What follows belongs to an exercise in optimizing a design on an open flow for a short achievable clock period, few clock cycles per item and low power; a production flow would make more cautious choices. Only simulation tests tie the RTL to the original design; equivalence was not proved. Power is estimated from default activity; no workload was simulated.

==> trial 59: inputs <==
==> flow/design.v (excerpt) <==
module fp_mul_pipe (
   input  logic        clk,
   input  logic        rst,
   input  logic        in_valid,
   output logic        in_ready,
   input  logic [31:0] op1,
   input  logic [31:0] op2,
   output logic        out_valid,
   input  logic        out_ready,
   output logic [31:0] res,
   output logic [3:0]  flags
);
clock: 10.0 ns
lec_check: 0
cap_margin: 20
core_margin: 2
core_utilization: 40
cts_buf_list: sky130_fd_sc_hd__clkbuf_8
cts_cluster_diameter: 60
cts_cluster_size: 20
slew_margin: 20
synth_hierarchical: 1
standard.sh (not shown) runs the stock make flow with config.mk's settings and CLKGATE_MAP_FILE= SYNTH_SCRIPT=/design/flow/synth_recipe.tcl, a recipe that flattens the netlist after the stock synthesis.
==> flow/flow/run.sh <==
#!/bin/bash
set -euo pipefail
bash standard.sh SETUP_SLACK_MARGIN=6.2 finish > orfs_make.log 2>&1
==> inputs of trial 22, as changes to trial 59 <==
--- a/flow/design.v
+++ b/flow/design.v
@@ -14,13 +14,13 @@
       fp_prod_w = 2 * man_w + 2;
    endfunction
 endpackage
 module fp_round_pack (
    input  logic        sign,
    input  logic [1:0]  spec,    
-   input  logic [8:0]  esum,    
+   input  logic [9:0]  esum,    
    input  logic [25:0] ph,      
    input  logic        st,      
    output logic [31:0] res,
    output logic [3:0]  flags
 );
    logic        p47;
@@ -66,21 +66,21 @@
       end
    endgenerate
    assign ch   = rh & (&fh);
    assign cl   = rl & (&fl);
    assign cry  = p47 ? ch : cl;
    assign frac = p47 ? (fh ^ ({23{rh}} & ah)) : (fl ^ ({23{rl}} & al));
-   assign e0 = esum[7:0] ^ 8'h80;
-   assign e1 = (esum[7:0] ^ a1) ^ 8'h80;
-   assign e2 = (esum[7:0] ^ a2) ^ 8'h80;
-   assign ovf_k[0] = esum[8] && (esum[7] || (&esum[6:0]));
-   assign ovf_k[1] = esum[8] && (esum[7] || (&esum[6:1]));
-   assign ovf_k[2] = esum[8] && (esum[7] || ((&esum[6:2]) && (esum[1] || esum[0])));
-   assign unf_k[0] = !esum[8] && (!esum[7] || (esum[6:0] == 7'd0));
-   assign unf_k[1] = !esum[8] && !esum[7];
-   assign unf_k[2] = !esum[8] && !esum[7] && !(&esum[6:0]);
+   assign e0 = esum[7:0];
+   assign e1 = esum[7:0] ^ a1;
+   assign e2 = esum[7:0] ^ a2;
+   assign ovf_k[0] = !esum[9] && (esum[8] || (&esum[7:0]));
+   assign ovf_k[1] = !esum[9] && (esum[8] || (&esum[7:1]));
+   assign ovf_k[2] = !esum[9] && (esum[8] || ((&esum[7:2]) && (esum[1] || esum[0])));
+   assign unf_k[0] = esum[9] || (esum == 10'd0);
+   assign unf_k[1] = esum[9];
+   assign unf_k[2] = esum[9] && !(&esum[8:0]);
    always_comb begin
       if (p47 && cry) begin
          exp8 = e2;
          ovf  = ovf_k[2];
          unf  = unf_k[2];
       end else if (p47 || cry) begin
@@ -126,32 +126,30 @@
    output logic [3:0]  flags
 );
    logic        en;         
    logic        v0, v1, v2;
    logic [1:0]  sk_n;       
    logic        sk_full;
-   logic [32:0] sk1, sk2;     
-   logic [3:0]  sk1_flags;
+   logic [35:0] sk1, sk2;
    logic        deliver, arrive, take;
-   logic        sn0, sn1, sn2, ld1, ld2;
    logic        s0_sign;
    logic [1:0]  s0_spec;
    logic [8:0]  s0_esum;     
    logic [22:0] s0_fa;
    logic [11:0] s0_one, s0_two;
    logic [10:0] s0_neg;
    logic [11:0] enc_one, enc_two;
    logic [10:0] enc_neg;
    logic        s1_sign;
    logic [1:0]  s1_spec;
-   logic [8:0]  s1_esum;
+   logic [9:0]  s1_esum;
    logic [47:11] s1_x, s1_y;
    logic        s1_lc, s1_lz;
    logic        s2_sign;
    logic [1:0]  s2_spec;
-   logic [8:0]  s2_esum;     
+   logic [9:0]  s2_esum;
    logic [25:0] s2_ph;
    logic        s2_st;
    logic [23:0] ma, mb;
    logic [24:0] bx;
    logic [11:0] b_one, b_two;
    logic [10:0] b_neg;
@@ -2038,13 +2036,13 @@
    assign lo_zt[10] = ~((cs_x[10] ^ cs_y[10]) ^ (cs_x[9] | cs_y[9]));
    assign lo_z = &lo_zt;
    always_ff @(posedge clk) begin
       if (en) begin
          s1_sign <= s0_sign;
          s1_spec <= s0_spec;
-         s1_esum <= s0_esum;
+         s1_esum <= {1'b0, s0_esum} - 10'd127;
          s1_x    <= cs_x[47:11];
          s1_y    <= cs_y[47:11];
          s1_lc   <= lo_c;
          s1_lz   <= lo_z;
       end
    end
@@ -2275,13 +2273,13 @@
    assign ph[24] = ap46 ^ (ug22 | (up22 & c22));
    assign ph[25] = ap47 ^ (ug41 | (up41 & c22));
    always_ff @(posedge clk) begin
       if (en) begin
          s2_sign <= s1_sign;
          s2_spec <= s1_spec;
-         s2_esum <= s1_esum + 9'd1;
+         s2_esum <= s1_esum;
          s2_ph   <= ph;
          s2_st   <= ~(s1_lz & (&zt));
       end
    end
    fp_round_pack u_round_pack (
       .sign  (s2_sign),
@@ -2317,25 +2315,23 @@
             default: sk_n <= sk_n;
          endcase
          sk_full  <= (sk_n == 2'd2 && !take) || (sk_n == 2'd1 && !take && arrive);
          in_ready <= (sk_n == 2'd0 && (take || !arrive)) || (sk_n == 2'd1 && take && !arrive);
       end
    end
-   assign sk1_flags = {(&sk1[30:23]) && (|sk1[22:0]),
-                       (&sk1[30:23]) && !(|sk1[22:0]) && sk1[32],
-                       !(|sk1[30:23]) && sk1[32],
-                       sk1[32]};
-   assign sn0     = (sk_n == 2'd0);
-   assign sn1     = (sk_n == 2'd1);
-   assign sn2     = (sk_n == 2'd2);
-   assign ld1     = out_ready ? !sn0 : (out_valid ? (arrive && sn0) : !sn0);
-   assign ld2     = !out_ready && out_valid && arrive && sn1;
    always_ff @(posedge clk) begin
-      if (take) {flags, res} <= sn0 ? {rp_flags, rp_res} : {sk1_flags, sk1[31:0]};
-      if (ld1)  sk1 <= sn2 ? sk2 : {rp_flags[0], rp_res};
-      if (ld2)  sk2 <= {rp_flags[0], rp_res};
+      if (take) begin
+         if (sk_n != 2'd0) {flags, res} <= sk1;
+         else              {flags, res} <= {rp_flags, rp_res};
+      end
+      if (take && sk_n != 2'd0) begin
+         sk1 <= (sk_n == 2'd2) ? sk2 : {rp_flags, rp_res};
+      end else if (arrive && !take) begin
+         if (sk_n == 2'd0) sk1 <= {rp_flags, rp_res};
+         else              sk2 <= {rp_flags, rp_res};
+      end
    end
 endmodule
 module fp_fa (
    input  logic a,
    input  logic b,
    input  logic c,
==> flow/flow/run.sh (replaced) <==
#!/bin/bash
set -euo pipefail
bash standard.sh SETUP_SLACK_MARGIN=6.3 finish > orfs_make.log 2>&1
==> flow/config.mk (replaced) <==
export PLATFORM = sky130hd
export DESIGN_NAME = fp_mul_pipe
export DESIGN_NICKNAME = fp_mul_pipe
export VERILOG_FILES = /design/flow/design.v
export SDC_FILE = /design/flow/constraint.sdc
export NUM_CORES = 4
export LEC_CHECK = 0
export CAP_MARGIN = 20
export CORE_MARGIN = 2
export CORE_UTILIZATION = 50
export CTS_BUF_LIST = sky130_fd_sc_hd__clkbuf_8
export CTS_CLUSTER_DIAMETER = 60
export CTS_CLUSTER_SIZE = 20
export SLEW_MARGIN = 20
export SYNTH_HIERARCHICAL = 1
==> inputs of trial 77, as changes to trial 59 <==
--- a/flow/design.v
+++ b/flow/design.v
@@ -14,13 +14,13 @@
       fp_prod_w = 2 * man_w + 2;
    endfunction
 endpackage
 module fp_round_pack (
    input  logic        sign,
    input  logic [1:0]  spec,    
-   input  logic [8:0]  esum,    
+   input  logic [9:0]  esum,    
    input  logic [25:0] ph,      
    input  logic        st,      
    output logic [31:0] res,
    output logic [3:0]  flags
 );
    logic        p47;
@@ -66,21 +66,21 @@
       end
    endgenerate
    assign ch   = rh & (&fh);
    assign cl   = rl & (&fl);
    assign cry  = p47 ? ch : cl;
    assign frac = p47 ? (fh ^ ({23{rh}} & ah)) : (fl ^ ({23{rl}} & al));
-   assign e0 = esum[7:0] ^ 8'h80;
-   assign e1 = (esum[7:0] ^ a1) ^ 8'h80;
-   assign e2 = (esum[7:0] ^ a2) ^ 8'h80;
-   assign ovf_k[0] = esum[8] && (esum[7] || (&esum[6:0]));
-   assign ovf_k[1] = esum[8] && (esum[7] || (&esum[6:1]));
-   assign ovf_k[2] = esum[8] && (esum[7] || ((&esum[6:2]) && (esum[1] || esum[0])));
-   assign unf_k[0] = !esum[8] && (!esum[7] || (esum[6:0] == 7'd0));
-   assign unf_k[1] = !esum[8] && !esum[7];
-   assign unf_k[2] = !esum[8] && !esum[7] && !(&esum[6:0]);
+   assign e0 = esum[7:0];
+   assign e1 = esum[7:0] ^ a1;
+   assign e2 = esum[7:0] ^ a2;
+   assign ovf_k[0] = !esum[9] && (esum[8] || (&esum[7:0]));
+   assign ovf_k[1] = !esum[9] && (esum[8] || (&esum[7:1]));
+   assign ovf_k[2] = !esum[9] && (esum[8] || ((&esum[7:2]) && (esum[1] || esum[0])));
+   assign unf_k[0] = esum[9] || (esum == 10'd0);
+   assign unf_k[1] = esum[9];
+   assign unf_k[2] = esum[9] && !(&esum[8:0]);
    always_comb begin
       if (p47 && cry) begin
          exp8 = e2;
          ovf  = ovf_k[2];
          unf  = unf_k[2];
       end else if (p47 || cry) begin
@@ -126,32 +126,30 @@
    output logic [3:0]  flags
 );
    logic        en;         
    logic        v0, v1, v2;
    logic [1:0]  sk_n;       
    logic        sk_full;
-   logic [32:0] sk1, sk2;     
-   logic [3:0]  sk1_flags;
+   logic [35:0] sk1, sk2;
    logic        deliver, arrive, take;
-   logic        sn0, sn1, sn2, ld1, ld2;
    logic        s0_sign;
    logic [1:0]  s0_spec;
    logic [8:0]  s0_esum;     
    logic [22:0] s0_fa;
    logic [11:0] s0_one, s0_two;
    logic [10:0] s0_neg;
    logic [11:0] enc_one, enc_two;
    logic [10:0] enc_neg;
    logic        s1_sign;
    logic [1:0]  s1_spec;
-   logic [8:0]  s1_esum;
+   logic [9:0]  s1_esum;
    logic [47:11] s1_x, s1_y;
    logic        s1_lc, s1_lz;
    logic        s2_sign;
    logic [1:0]  s2_spec;
-   logic [8:0]  s2_esum;     
+   logic [9:0]  s2_esum;
    logic [25:0] s2_ph;
    logic        s2_st;
    logic [23:0] ma, mb;
    logic [24:0] bx;
    logic [11:0] b_one, b_two;
    logic [10:0] b_neg;
@@ -2038,13 +2036,13 @@
    assign lo_zt[10] = ~((cs_x[10] ^ cs_y[10]) ^ (cs_x[9] | cs_y[9]));
    assign lo_z = &lo_zt;
    always_ff @(posedge clk) begin
       if (en) begin
          s1_sign <= s0_sign;
          s1_spec <= s0_spec;
-         s1_esum <= s0_esum;
+         s1_esum <= {1'b0, s0_esum} - 10'd127;
          s1_x    <= cs_x[47:11];
          s1_y    <= cs_y[47:11];
          s1_lc   <= lo_c;
          s1_lz   <= lo_z;
       end
    end
@@ -2275,13 +2273,13 @@
    assign ph[24] = ap46 ^ (ug22 | (up22 & c22));
    assign ph[25] = ap47 ^ (ug41 | (up41 & c22));
    always_ff @(posedge clk) begin
       if (en) begin
          s2_sign <= s1_sign;
          s2_spec <= s1_spec;
-         s2_esum <= s1_esum + 9'd1;
+         s2_esum <= s1_esum;
          s2_ph   <= ph;
          s2_st   <= ~(s1_lz & (&zt));
       end
    end
    fp_round_pack u_round_pack (
       .sign  (s2_sign),
@@ -2317,25 +2315,23 @@
             default: sk_n <= sk_n;
          endcase
          sk_full  <= (sk_n == 2'd2 && !take) || (sk_n == 2'd1 && !take && arrive);
          in_ready <= (sk_n == 2'd0 && (take || !arrive)) || (sk_n == 2'd1 && take && !arrive);
       end
    end
-   assign sk1_flags = {(&sk1[30:23]) && (|sk1[22:0]),
-                       (&sk1[30:23]) && !(|sk1[22:0]) && sk1[32],
-                       !(|sk1[30:23]) && sk1[32],
-                       sk1[32]};
-   assign sn0     = (sk_n == 2'd0);
-   assign sn1     = (sk_n == 2'd1);
-   assign sn2     = (sk_n == 2'd2);
-   assign ld1     = out_ready ? !sn0 : (out_valid ? (arrive && sn0) : !sn0);
-   assign ld2     = !out_ready && out_valid && arrive && sn1;
    always_ff @(posedge clk) begin
-      if (take) {flags, res} <= sn0 ? {rp_flags, rp_res} : {sk1_flags, sk1[31:0]};
-      if (ld1)  sk1 <= sn2 ? sk2 : {rp_flags[0], rp_res};
-      if (ld2)  sk2 <= {rp_flags[0], rp_res};
+      if (take) begin
+         if (sk_n != 2'd0) {flags, res} <= sk1;
+         else              {flags, res} <= {rp_flags, rp_res};
+      end
+      if (take && sk_n != 2'd0) begin
+         sk1 <= (sk_n == 2'd2) ? sk2 : {rp_flags, rp_res};
+      end else if (arrive && !take) begin
+         if (sk_n == 2'd0) sk1 <= {rp_flags, rp_res};
+         else              sk2 <= {rp_flags, rp_res};
+      end
    end
 endmodule
 module fp_fa (
    input  logic a,
    input  logic b,
    input  logic c,
==> flow/flow/run.sh (replaced) <==
#!/bin/bash
set -euo pipefail
bash standard.sh SETUP_SLACK_MARGIN=6.3 finish > orfs_make.log 2>&1
==> flow/config.mk (replaced) <==
export PLATFORM = sky130hd
export DESIGN_NAME = fp_mul_pipe
export DESIGN_NICKNAME = fp_mul_pipe
export VERILOG_FILES = /design/flow/design.v
export SDC_FILE = /design/flow/constraint.sdc
export NUM_CORES = 4
export LEC_CHECK = 0
export CAP_MARGIN = 20
export CORE_MARGIN = 2
export CORE_UTILIZATION = 40
export CTS_BUF_LIST = sky130_fd_sc_hd__clkbuf_8 sky130_fd_sc_hd__clkbuf_16
export CTS_CLUSTER_DIAMETER = 100
export CTS_CLUSTER_SIZE = 30
export SLEW_MARGIN = 20
export SYNTH_HIERARCHICAL = 1
==> run notes <==
metric                                                           trial 59        trial 22        trial 77
Outcome                                                    finished clean  finished clean  finished clean
Final Critical Period                                             3.73 ns         3.72 ns         3.67 ns
Fraction of area in registers                                       30.5%           29.7%           29.9%
Count of TritonRoute iterations in the first routing pass               6               6               8
Global-route met2 utilization                                       34.0%           39.4%           32.3%
Cell depth of the worst flop-to-flop path                               8               9               8
Number of cells upsized or downsized after cts                         15              60              69
Netlist area before placement                                   25000 µm²       25500 µm²       25500 µm²
Top Layer Used                                                       met4            met5            met4
Worst r2r src                                                   s0_fa[16]       s0_two[5]       s0_one[4]
Startpoint of the worst hold path                              s0_esum[5]         s1_sign      s0_spec[1]
Combinational gate power                                          5.03 mW         5.38 mW         5.25 mW
End of the worst hold path                                     s1_esum[5]         s2_sign      s1_spec[1]
Post-synth top area share                                           27.5%           27.9%           27.9%
Number of tap cells added at floorplan                                837             672             846
Area occupied by multi-input gates                              15500 µm²       16100 µm²       16100 µm²
Number of setup buffers added after CTS                                 1               0               0
Reg2reg end                                                      s1_y[29]        s1_y[34]        s1_y[25]
Register share of total power                                       30.3%           29.4%           30.0%
Testbench counts of trial 59, summed over its fixed seeds: cycles 32,032, items 32,000.
Testbench counts of trial 22, summed over its fixed seeds: cycles 32,032, items 32,000.
Testbench counts of trial 77, summed over its fixed seeds: cycles 32,032, items 32,000.


==> inputs of v35 <==
fp_mul_pipe again, from the RTL that the note above started with.
clock: 10.0 ns
lec_check: 0
cap_margin: 20
core_margin: 2
core_utilization: 40
cts_buf_list: sky130_fd_sc_hd__clkbuf_8
cts_cluster_diameter: 60
cts_cluster_size: 20
slew_margin: 20
synth_hierarchical: 1
==> flow/flow/run.sh <==
#!/bin/bash
set -euo pipefail
bash standard.sh SETUP_SLACK_MARGIN=6.1 finish > orfs_make.log 2>&1
==> inputs of v8, as changes to v35 <==
--- a/flow/design.v
+++ b/flow/design.v
@@ -13,15 +13,15 @@
    function automatic int fp_prod_w(input int man_w);
       fp_prod_w = 2 * man_w + 2;
    endfunction
 endpackage
 module fp_round_pack (
    input  logic        sign,
    input  logic [1:0]  spec,    
-   input  logic [8:0]  esum,    
+   input  logic [9:0]  esum,    
    input  logic [25:0] ph,      
    input  logic        st,      
    output logic [31:0] res,
    output logic [3:0]  flags
 );
    logic        p47;
    logic        rh, rl;         
@@ -65,23 +65,23 @@
          end
       end
    endgenerate
    assign ch   = rh & (&fh);
    assign cl   = rl & (&fl);
    assign cry  = p47 ? ch : cl;
    assign frac = p47 ? (fh ^ ({23{rh}} & ah)) : (fl ^ ({23{rl}} & al));
-   assign e0 = esum[7:0] ^ 8'h80;
-   assign e1 = (esum[7:0] ^ a1) ^ 8'h80;
-   assign e2 = (esum[7:0] ^ a2) ^ 8'h80;
-   assign ovf_k[0] = esum[8] && (esum[7] || (&esum[6:0]));
-   assign ovf_k[1] = esum[8] && (esum[7] || (&esum[6:1]));
-   assign ovf_k[2] = esum[8] && (esum[7] || ((&esum[6:2]) && (esum[1] || esum[0])));
-   assign unf_k[0] = !esum[8] && (!esum[7] || (esum[6:0] == 7'd0));
-   assign unf_k[1] = !esum[8] && !esum[7];
-   assign unf_k[2] = !esum[8] && !esum[7] && !(&esum[6:0]);
+   assign e0 = esum[7:0];
+   assign e1 = esum[7:0] ^ a1;
+   assign e2 = esum[7:0] ^ a2;
+   assign ovf_k[0] = !esum[9] && (esum[8] || (&esum[7:0]));
+   assign ovf_k[1] = !esum[9] && (esum[8] || (&esum[7:1]));
+   assign ovf_k[2] = !esum[9] && (esum[8] || ((&esum[7:2]) && (esum[1] || esum[0])));
+   assign unf_k[0] = esum[9] || (esum == 10'd0);
+   assign unf_k[1] = esum[9];
+   assign unf_k[2] = esum[9] && !(&esum[8:0]);
    always_comb begin
       if (p47 && cry) begin
          exp8 = e2;
          ovf  = ovf_k[2];
          unf  = unf_k[2];
       end else if (p47 || cry) begin
          exp8 = e1;
@@ -125,34 +125,33 @@
    output logic [31:0] res,
    output logic [3:0]  flags
 );
    logic        en;         
    logic        v0, v1, v2;
    logic [1:0]  sk_n;       
    logic        sk_full;
-   logic [32:0] sk1, sk2;     
-   logic [3:0]  sk1_flags;
+   logic [35:0] sk1, sk2;
    logic        deliver, arrive, take;
    logic        sn0, sn1, sn2, ld1, ld2;
    logic        s0_sign;
    logic [1:0]  s0_spec;
    logic [8:0]  s0_esum;     
    logic [22:0] s0_fa;
    logic [11:0] s0_one, s0_two;
    logic [10:0] s0_neg;
    logic [11:0] enc_one, enc_two;
    logic [10:0] enc_neg;
    logic        s1_sign;
    logic [1:0]  s1_spec;
-   logic [8:0]  s1_esum;
+   logic [9:0]  s1_esum;
    logic [47:11] s1_x, s1_y;
    logic        s1_lc, s1_lz;
    logic        s2_sign;
    logic [1:0]  s2_spec;
-   logic [8:0]  s2_esum;     
+   logic [9:0]  s2_esum;
    logic [25:0] s2_ph;
    logic        s2_st;
    logic [23:0] ma, mb;
    logic [24:0] bx;
    logic [11:0] b_one, b_two;
    logic [10:0] b_neg;
    logic [47:0] cs_x, cs_y;
@@ -2037,15 +2036,15 @@
    assign lo_zt[9] = ~((cs_x[9] ^ cs_y[9]) ^ (cs_x[8] | cs_y[8]));
    assign lo_zt[10] = ~((cs_x[10] ^ cs_y[10]) ^ (cs_x[9] | cs_y[9]));
    assign lo_z = &lo_zt;
    always_ff @(posedge clk) begin
       if (en) begin
          s1_sign <= s0_sign;
          s1_spec <= s0_spec;
-         s1_esum <= s0_esum;
+         s1_esum <= {1'b0, s0_esum} - 10'd127;
          s1_x    <= cs_x[47:11];
          s1_y    <= cs_y[47:11];
          s1_lc   <= lo_c;
          s1_lz   <= lo_z;
       end
    end
    assign zt[11] = ~((s1_x[11] ^ s1_y[11]) ^ s1_lc);
@@ -2274,15 +2273,15 @@
    assign ph[23] = ap45 ^ (ug40 | (up40 & c22));
    assign ph[24] = ap46 ^ (ug22 | (up22 & c22));
    assign ph[25] = ap47 ^ (ug41 | (up41 & c22));
    always_ff @(posedge clk) begin
       if (en) begin
          s2_sign <= s1_sign;
          s2_spec <= s1_spec;
-         s2_esum <= s1_esum + 9'd1;
+         s2_esum <= s1_esum;
          s2_ph   <= ph;
          s2_st   <= ~(s1_lz & (&zt));
       end
    end
    fp_round_pack u_round_pack (
       .sign  (s2_sign),
       .spec  (s2_spec),
@@ -2316,27 +2315,23 @@
             2'b01:   sk_n <= sk_n + 2'd1;
             default: sk_n <= sk_n;
          endcase
          sk_full  <= (sk_n == 2'd2 && !take) || (sk_n == 2'd1 && !take && arrive);
          in_ready <= (sk_n == 2'd0 && (take || !arrive)) || (sk_n == 2'd1 && take && !arrive);
       end
    end
-   assign sk1_flags = {(&sk1[30:23]) && (|sk1[22:0]),
-                       (&sk1[30:23]) && !(|sk1[22:0]) && sk1[32],
-                       !(|sk1[30:23]) && sk1[32],
-                       sk1[32]};
    assign sn0     = (sk_n == 2'd0);
    assign sn1     = (sk_n == 2'd1);
    assign sn2     = (sk_n == 2'd2);
    assign ld1     = out_ready ? !sn0 : (out_valid ? (arrive && sn0) : !sn0);
    assign ld2     = !out_ready && out_valid && arrive && sn1;
    always_ff @(posedge clk) begin
-      if (take) {flags, res} <= sn0 ? {rp_flags, rp_res} : {sk1_flags, sk1[31:0]};
-      if (ld1)  sk1 <= sn2 ? sk2 : {rp_flags[0], rp_res};
-      if (ld2)  sk2 <= {rp_flags[0], rp_res};
+      if (take) {flags, res} <= sn0 ? {rp_flags, rp_res} : sk1;
+      if (ld1)  sk1 <= sn2 ? sk2 : {rp_flags, rp_res};
+      if (ld2)  sk2 <= {rp_flags, rp_res};
    end
 endmodule
 module fp_fa (
    input  logic a,
    input  logic b,
    input  logic c,
    output logic s,
==> flow/flow/run.sh (replaced) <==
#!/bin/bash
set -euo pipefail
bash standard.sh SETUP_SLACK_MARGIN=6.3 finish > orfs_make.log 2>&1
==> run notes <==
Of v35 and v8, v8 has the higher clock power (gap 4.7%, measured against v8).
Of v35 and v8, v8 has the higher die area (gap about 1.6%, measured against v8).
Between v35 and v8, the lower non-clock buffer count is in v35 (gap 16).
Of v35 and v8, v8 has the higher combinational power (gap about 3%, measured against v8).
Of v8 and v35, v8 has the higher via count (gap 1.7%, measured against v35).
Against v35, the global-route usage of v8 is lower by 0.83 points.
Testbench counts of v35, summed over its fixed seeds: cycles 32,032, items 32,000.
Testbench counts of v8, summed over its fixed seeds: cycles 32,032, items 32,000.

[port drivers added, routing unchanged]
The results above use ideal ports. As a check the final layouts listed here were re-extracted and re-timed, cells and wires unchanged.
Step 1 sets driving cells, clkbuf_16 on the clock port and buf_2 on the other inputs (assumed; they add their load-dependent delay and slew).
Step 2 moves the port delays by t, midway between the first and last clock arrival at a register: inputs arrive t later, outputs are due t later. That takes back most of the time a late clock gives input paths.
a / b / c = ideal / step 1 / step 2; a / b = the first two.
| run | shift t [ns] | setup WS [ns] | worst setup path at the end | worst slew at a driven data input, ns | cell pins on the clock port's net |
|---|---|---|---|---|---|
| trial 59 | 0.716 | 6.273 / 6.273 / 5.762 | input to register | 0.04 | 1 |
| trial 22 | 0.722 | 6.285 / 6.285 / 5.638 | input to register | 0.05 | 1 |
| trial 77 | 0.619 | 6.332 / 6.295 / 5.797 | input to register | 0.04 | 1 |
| v35 | 0.721 | 6.219 / 6.219 / 5.651 | input to register | 0.05 | 1 |
| v8 | 0.728 | 6.328 / 6.328 / 5.747 | input to register | 0.05 | 1 |
After both steps setup and hold are still met in every run listed. The setup slack of trial 22, which loses most, moves by 0.000 ns with the drivers and by -0.647 ns with both steps.
